This is an optimization exercise on Yosys and OpenROAD, whose aim is small area, a short achievable clock period and few clock cycles, not a production implementation.
Where RTL was checked, it was by simulation tests only, not by an equivalence proof against the original.
No activity file was given, so power comes from the tool's default toggle rates.

==> trial 33: inputs <==
==> flow/design.v <==
package mem_pkg;
    localparam int DATA_W     = 8;
    localparam int REG_ADDR_W = 32;
    localparam int PC_W       = 32;
    typedef enum logic [0:0] {
        IDLE = 1'b0,
        BUSY = 1'b1
    } state_e;
endpackage
module data_mem #(
    parameter int ADDR_W = 8,
    parameter int DATA_W = 8
) (
    input  logic              clk,
    input  logic              we,
    input  logic [ADDR_W-1:0] addr,
    input  logic [DATA_W-1:0] wdata,
    output logic [DATA_W-1:0] rdata
);
    logic [DATA_W-1:0] mem [2**ADDR_W];
    always_ff @(posedge clk) begin
        if (we) begin
            mem[addr] <= wdata;
        end
    end
    assign rdata = mem[addr];
endmodule
module mem_wb_stage #(
    parameter int ADDR_W  = 8,
    parameter int MEM_LAT = 2,
    parameter int DATA_W  = 8
) (
    input  logic              clk,
    input  logic              rst,
    input  logic [DATA_W-1:0] MEM_aluout,
    input  logic [DATA_W-1:0] MEM_read_data2,
    input  logic [31:0]       MEM_reg_write_addr,
    input  logic [31:0]       MEM_branch_addr,
    input  logic [31:0]       MEM_jump_addr,
    input  logic              MEM_zr,
    input  logic              MEM_ng,
    input  logic              MEM_cr,
    input  logic              MEM_ov,
    input  logic              MEM_Branch,
    input  logic              MEM_BranchFlip,
    input  logic              MEM_MemRead,
    input  logic              MEM_MemWrite,
    input  logic              MEM_Jump,
    input  logic              MEM_RegWrite,
    input  logic              MEM_MemtoReg,
    output logic [DATA_W-1:0] WB_aluout,
    output logic [DATA_W-1:0] WB_read_data,
    output logic [31:0]       WB_reg_write_addr,
    output logic              WB_RegWrite,
    output logic              WB_MemtoReg,
    output logic              pc_src,
    output logic [31:0]       pc_target,
    output logic              flush,
    output logic              stall
);
    localparam logic [2:0] CNT_INIT =
        (MEM_LAT > 1) ? 3'(MEM_LAT - 2) : 3'd0;
    mem_pkg::state_e            state_q, state_d;
    logic [2:0]        cnt_q, cnt_d;
    logic [DATA_W-1:0] wb_aluout_q, wb_aluout_d;
    logic [DATA_W-1:0] wb_read_data_q, wb_read_data_d;
    logic [31:0]       wb_dst_q, wb_dst_d;
    logic              wb_regwrite_q, wb_regwrite_d;
    logic              wb_memtoreg_q, wb_memtoreg_d;
    logic [ADDR_W-1:0] addr;
    logic [DATA_W-1:0] rdata;
    logic              rd_req;
    logic              stall_c;
    logic              rd_done;
    logic              taken;
    logic              unused_flags;
    assign addr         = MEM_aluout[ADDR_W-1:0];
    assign rd_req       = MEM_MemRead & ~MEM_MemWrite;
    assign unused_flags = ^{MEM_ng, MEM_cr, MEM_ov};
    data_mem #(
        .ADDR_W (ADDR_W),
        .DATA_W (DATA_W)
    ) u_dmem (
        .clk   (clk),
        .we    (MEM_MemWrite & ~rst),
        .addr  (addr),
        .wdata (MEM_read_data2),
        .rdata (rdata)
    );
    always_comb begin
        state_d = state_q;
        cnt_d   = cnt_q;
        stall_c = 1'b0;
        rd_done = 1'b0;
        unique case (state_q)
            mem_pkg::IDLE: begin
                if (rd_req) begin
                    if (MEM_LAT <= 1) begin
                        rd_done = 1'b1;
                    end else begin
                        stall_c = 1'b1;
                        state_d = mem_pkg::BUSY;
                        cnt_d   = CNT_INIT;
                    end
                end
            end
            mem_pkg::BUSY: begin
                if (cnt_q != 3'd0) begin
                    stall_c = 1'b1;
                    cnt_d   = cnt_q - 3'd1;
                end else begin
                    rd_done = 1'b1;
                    state_d = mem_pkg::IDLE;
                end
            end
            default: begin
                state_d = mem_pkg::IDLE;
                cnt_d   = 3'd0;
            end
        endcase
    end
    assign stall = stall_c & ~rst;
    always_comb begin
        taken     = MEM_Branch & (MEM_zr ^ MEM_BranchFlip);
        pc_target = MEM_Jump ? MEM_jump_addr : MEM_branch_addr;
        pc_src    = ~rst & (MEM_Jump | taken);
        flush     = pc_src;
    end
    always_comb begin
        wb_aluout_d    = wb_aluout_q;
        wb_read_data_d = wb_read_data_q;
        wb_dst_d       = wb_dst_q;
        wb_regwrite_d  = 1'b0;
        wb_memtoreg_d  = 1'b0;
        if (!stall_c) begin
            wb_aluout_d   = MEM_aluout;
            wb_dst_d      = MEM_reg_write_addr;
            wb_regwrite_d = MEM_RegWrite;
            wb_memtoreg_d = MEM_MemtoReg;
            if (rd_done) begin
                wb_read_data_d = rdata;
            end
        end
    end
    always_ff @(posedge clk or posedge rst) begin
        if (rst) begin
            state_q        <= mem_pkg::IDLE;
            cnt_q          <= 3'd0;
            wb_aluout_q    <= '0;
            wb_read_data_q <= '0;
            wb_dst_q       <= '0;
            wb_regwrite_q  <= 1'b0;
            wb_memtoreg_q  <= 1'b0;
        end else begin
            state_q        <= state_d;
            cnt_q          <= cnt_d;
            wb_aluout_q    <= wb_aluout_d;
            wb_read_data_q <= wb_read_data_d;
            wb_dst_q       <= wb_dst_d;
            wb_regwrite_q  <= wb_regwrite_d;
            wb_memtoreg_q  <= wb_memtoreg_d;
        end
    end
    assign WB_aluout         = wb_aluout_q;
    assign WB_read_data      = wb_read_data_q;
    assign WB_reg_write_addr = wb_dst_q;
    assign WB_RegWrite       = wb_regwrite_q;
    assign WB_MemtoReg       = wb_memtoreg_q;
endmodule
==> flow/run.sh <==
#!/bin/bash
# synth_recipe.tcl (not shown) runs the flow's synth.tcl, then flattens the netlist and writes it again
# the make line also repeats each setting of config.mk as NAME=value (left out here)
make -C /OpenROAD-flow-scripts/flow DESIGN_CONFIG=/design/flow/config.mk WORK_HOME=/design/flow/orfs CLKGATE_MAP_FILE= SYNTH_SCRIPT=/design/flow/synth_recipe.tcl finish
==> flow/config.mk <==
export PLATFORM = sky130hd
export DESIGN_NAME = mem_wb_stage
export DESIGN_NICKNAME = mem_wb_stage
export VERILOG_FILES = /design/flow/design.v
export SDC_FILE = /design/flow/constraint.sdc
export NUM_CORES = 4
export LEC_CHECK = 0
export CAP_MARGIN = 20
export CORE_MARGIN = 2
export CORE_UTILIZATION = 40
export SLEW_MARGIN = 20
==> flow/constraint.sdc <==
create_clock -name core_clock -period 3.0 [get_ports {clk}]
set_input_delay 0.6000 -clock core_clock [delete_from_list [all_inputs] [get_ports {clk}]]
set_output_delay 0.6000 -clock core_clock [all_outputs]
set_load 0.01 [all_outputs]
==> trial 23 (differences from trial 33) <==
==> flow/design.v, changed modules only <==
module data_mem #(
    parameter int ADDR_W = 8,
    parameter int DATA_W = 8
) (
    input  logic              clk,
    input  logic              we,
    input  logic [ADDR_W-1:0] addr,
    input  logic [DATA_W-1:0] wdata,
    output logic [DATA_W-1:0] rdata_lo,
    output logic [DATA_W-1:0] rdata_hi
);
    localparam int LO_W = ADDR_W / 2;
    localparam int HI_W = ADDR_W - LO_W;
    localparam int NB   = 2**HI_W;
    logic [DATA_W-1:0] bank_rd [NB];
    for (genvar b = 0; b < NB; b++) begin : g_bank
        logic [DATA_W-1:0] mem [2**LO_W];
        always_ff @(posedge clk) begin
            if (we && addr[ADDR_W-1:LO_W] == HI_W'(b)) begin
                mem[addr[LO_W-1:0]] <= wdata;
            end
        end
        assign bank_rd[b] = mem[addr[LO_W-1:0]];
    end
    assign rdata_lo = bank_rd[{1'b0, addr[ADDR_W-2:LO_W]}];
    assign rdata_hi = bank_rd[{1'b1, addr[ADDR_W-2:LO_W]}];
endmodule
module mem_wb_stage #(
    parameter int ADDR_W  = 8,
    parameter int MEM_LAT = 2,
    parameter int DATA_W  = 8
) (
    input  logic              clk,
    input  logic              rst,
    input  logic [DATA_W-1:0] MEM_aluout,
    input  logic [DATA_W-1:0] MEM_read_data2,
    input  logic [31:0]       MEM_reg_write_addr,
    input  logic [31:0]       MEM_branch_addr,
    input  logic [31:0]       MEM_jump_addr,
    input  logic              MEM_zr,
    input  logic              MEM_ng,
    input  logic              MEM_cr,
    input  logic              MEM_ov,
    input  logic              MEM_Branch,
    input  logic              MEM_BranchFlip,
    input  logic              MEM_MemRead,
    input  logic              MEM_MemWrite,
    input  logic              MEM_Jump,
    input  logic              MEM_RegWrite,
    input  logic              MEM_MemtoReg,
    output logic [DATA_W-1:0] WB_aluout,
    output logic [DATA_W-1:0] WB_read_data,
    output logic [31:0]       WB_reg_write_addr,
    output logic              WB_RegWrite,
    output logic              WB_MemtoReg,
    output logic              pc_src,
    output logic [31:0]       pc_target,
    output logic              flush,
    output logic              stall
);
    logic [DATA_W-1:0] wb_aluout_q;
    logic [DATA_W-1:0] wb_rd_lo_q;
    logic [DATA_W-1:0] wb_rd_hi_q;
    logic [31:0]       wb_dst_q;
    logic              wb_regwrite_q;
    logic              wb_memtoreg_q;
    logic [ADDR_W-1:0] addr;
    logic [DATA_W-1:0] rdata_lo;
    logic [DATA_W-1:0] rdata_hi;
    logic              rd_req;
    logic              taken;
    logic              unused_flags;
    assign addr         = MEM_aluout[ADDR_W-1:0];
    assign rd_req       = MEM_MemRead & ~MEM_MemWrite;
    assign unused_flags = ^{MEM_ng, MEM_cr, MEM_ov};
    data_mem #(
        .ADDR_W (ADDR_W),
        .DATA_W (DATA_W)
    ) u_dmem (
        .clk   (clk),
        .we    (MEM_MemWrite & ~rst),
        .addr  (addr),
        .wdata (MEM_read_data2),
        .rdata_lo (rdata_lo),
        .rdata_hi (rdata_hi)
    );
    assign stall = 1'b0;
    always_comb begin
        taken     = MEM_Branch & (MEM_zr ^ MEM_BranchFlip);
        pc_target = MEM_Jump ? MEM_jump_addr : MEM_branch_addr;
        pc_src    = ~rst & (MEM_Jump | taken);
        flush     = pc_src;
    end
    always_ff @(posedge clk or posedge rst) begin
        if (rst) begin
            wb_aluout_q    <= '0;
            wb_rd_lo_q  <= '0;
            wb_rd_hi_q  <= '0;
            wb_dst_q       <= '0;
            wb_regwrite_q  <= 1'b0;
            wb_memtoreg_q  <= 1'b0;
        end else begin
            wb_aluout_q   <= MEM_aluout;
            wb_dst_q      <= MEM_reg_write_addr;
            wb_regwrite_q <= MEM_RegWrite;
            wb_memtoreg_q <= MEM_MemtoReg;
            if (rd_req) begin
                wb_rd_lo_q  <= addr[ADDR_W-1] ? '0 : rdata_lo;
                wb_rd_hi_q  <= addr[ADDR_W-1] ? rdata_hi : '0;
            end
        end
    end
    assign WB_aluout         = wb_aluout_q;
    assign WB_read_data      = wb_rd_hi_q | wb_rd_lo_q;
    assign WB_reg_write_addr = wb_dst_q;
    assign WB_RegWrite       = wb_regwrite_q;
    assign WB_MemtoReg       = wb_memtoreg_q;
endmodule
- CORE_UTILIZATION: 40 -> 72
- CTS_CLUSTER_DIAMETER: unset -> 100
- CTS_CLUSTER_SIZE: unset -> 20
- SETUP_SLACK_MARGIN: unset -> 1.0
- TNS_END_PERCENT: unset -> 100
==> summary.txt <==
| item | trial 23 | trial 33 |
|---|---|---|
| Outcome | no timing/DRC/antenna violations | no timing/DRC/antenna violations |
| Cell row count | 123 | 166 |
| Seq/total area | 65.1% | 62.6% |
| Area of the mapped netlist | 0.0816 mm² | 0.0821 mm² |
| Worst path buffer plus inverter count | 0 | 4 |
| Stages on worst setup path | 6 | 10 |
| Gate power share | 7.8% | 8.9% |
| Simple-gate portion of the synthesized area | 3.57% | 3.67% |
| FF-to-FF setup slack | 670 ps | 450 ps |
| Destination of the critical timing path | wb_rd_hi_q[0]$_DFFE_PP0P_ | wb_read_data_q[7]$_DFFE_PP0P_ |
| Met3 wire length | 29,500 µm | 18,800 µm |
| Initial core utilization | 72.5% | 40.2% |
| Num CTS Buffers | 115 | 205 |
| Number of vias in the routed layout | 46,100 | 44,200 |
| Floorplan die area | 0.116 mm² | 0.209 mm² |
| Transition at the pin with the smallest max-transition slack | 923 ps | 999 ps |
| Sequential share of power | 61.5% | 51.3% |
| Global-route wire length before repair | 313,000 µm | 325,000 µm |
| Beginning of the worst hold path | MEM_aluout[3] | MEM_read_data2[6] |
| GRT Util Overall | 38.2% | 21.6% |
Testbench counts of trial 23, summed over its fixed seeds: cycles 320,008.
No functional check of the RTL was part of trial 33.

[afterwards: timing with drivers on the ports]
In the flow no input, the clock included, has a driving cell. The finished layouts below were timed again as built, in two steps. Step 1 (the two cells are an assumption about what drives the block):
set clk [get_ports {clk}]
set_driving_cell -lib_cell sky130_fd_sc_hd__clkbuf_16 $clk
set_driving_cell -lib_cell sky130_fd_sc_hd__buf_2 [delete_from_list [all_inputs] $clk]
Step 2 moves the port delays by t, midway between the first and last clock arrival at a register: inputs arrive t later, outputs are due t later. That takes back most of the time a late clock gives input paths. Slacks: ideal ports / drivers / drivers and shift; pairs: ideal ports / drivers.
run | shift t [ns] | setup slack, ns | hold WS [ns] | worst register clock-pin slew, ns
trial 33 | 0.917 | 0.174 / 0.157 / -0.708 | 0.245 / 0.190 / 0.465 | 0.07 / 0.07
trial 23 | 0.805 | 0.674 / 0.584 / -0.222 | 0.296 / 0.242 / 0.596 | 0.10 / 0.10
Met with ideal ports but missed after step 2: setup timing in trial 33 and trial 23. For trial 23, which loses most, drivers alone change the setup slack by -0.090 ns; drivers and shift together by -0.896 ns.
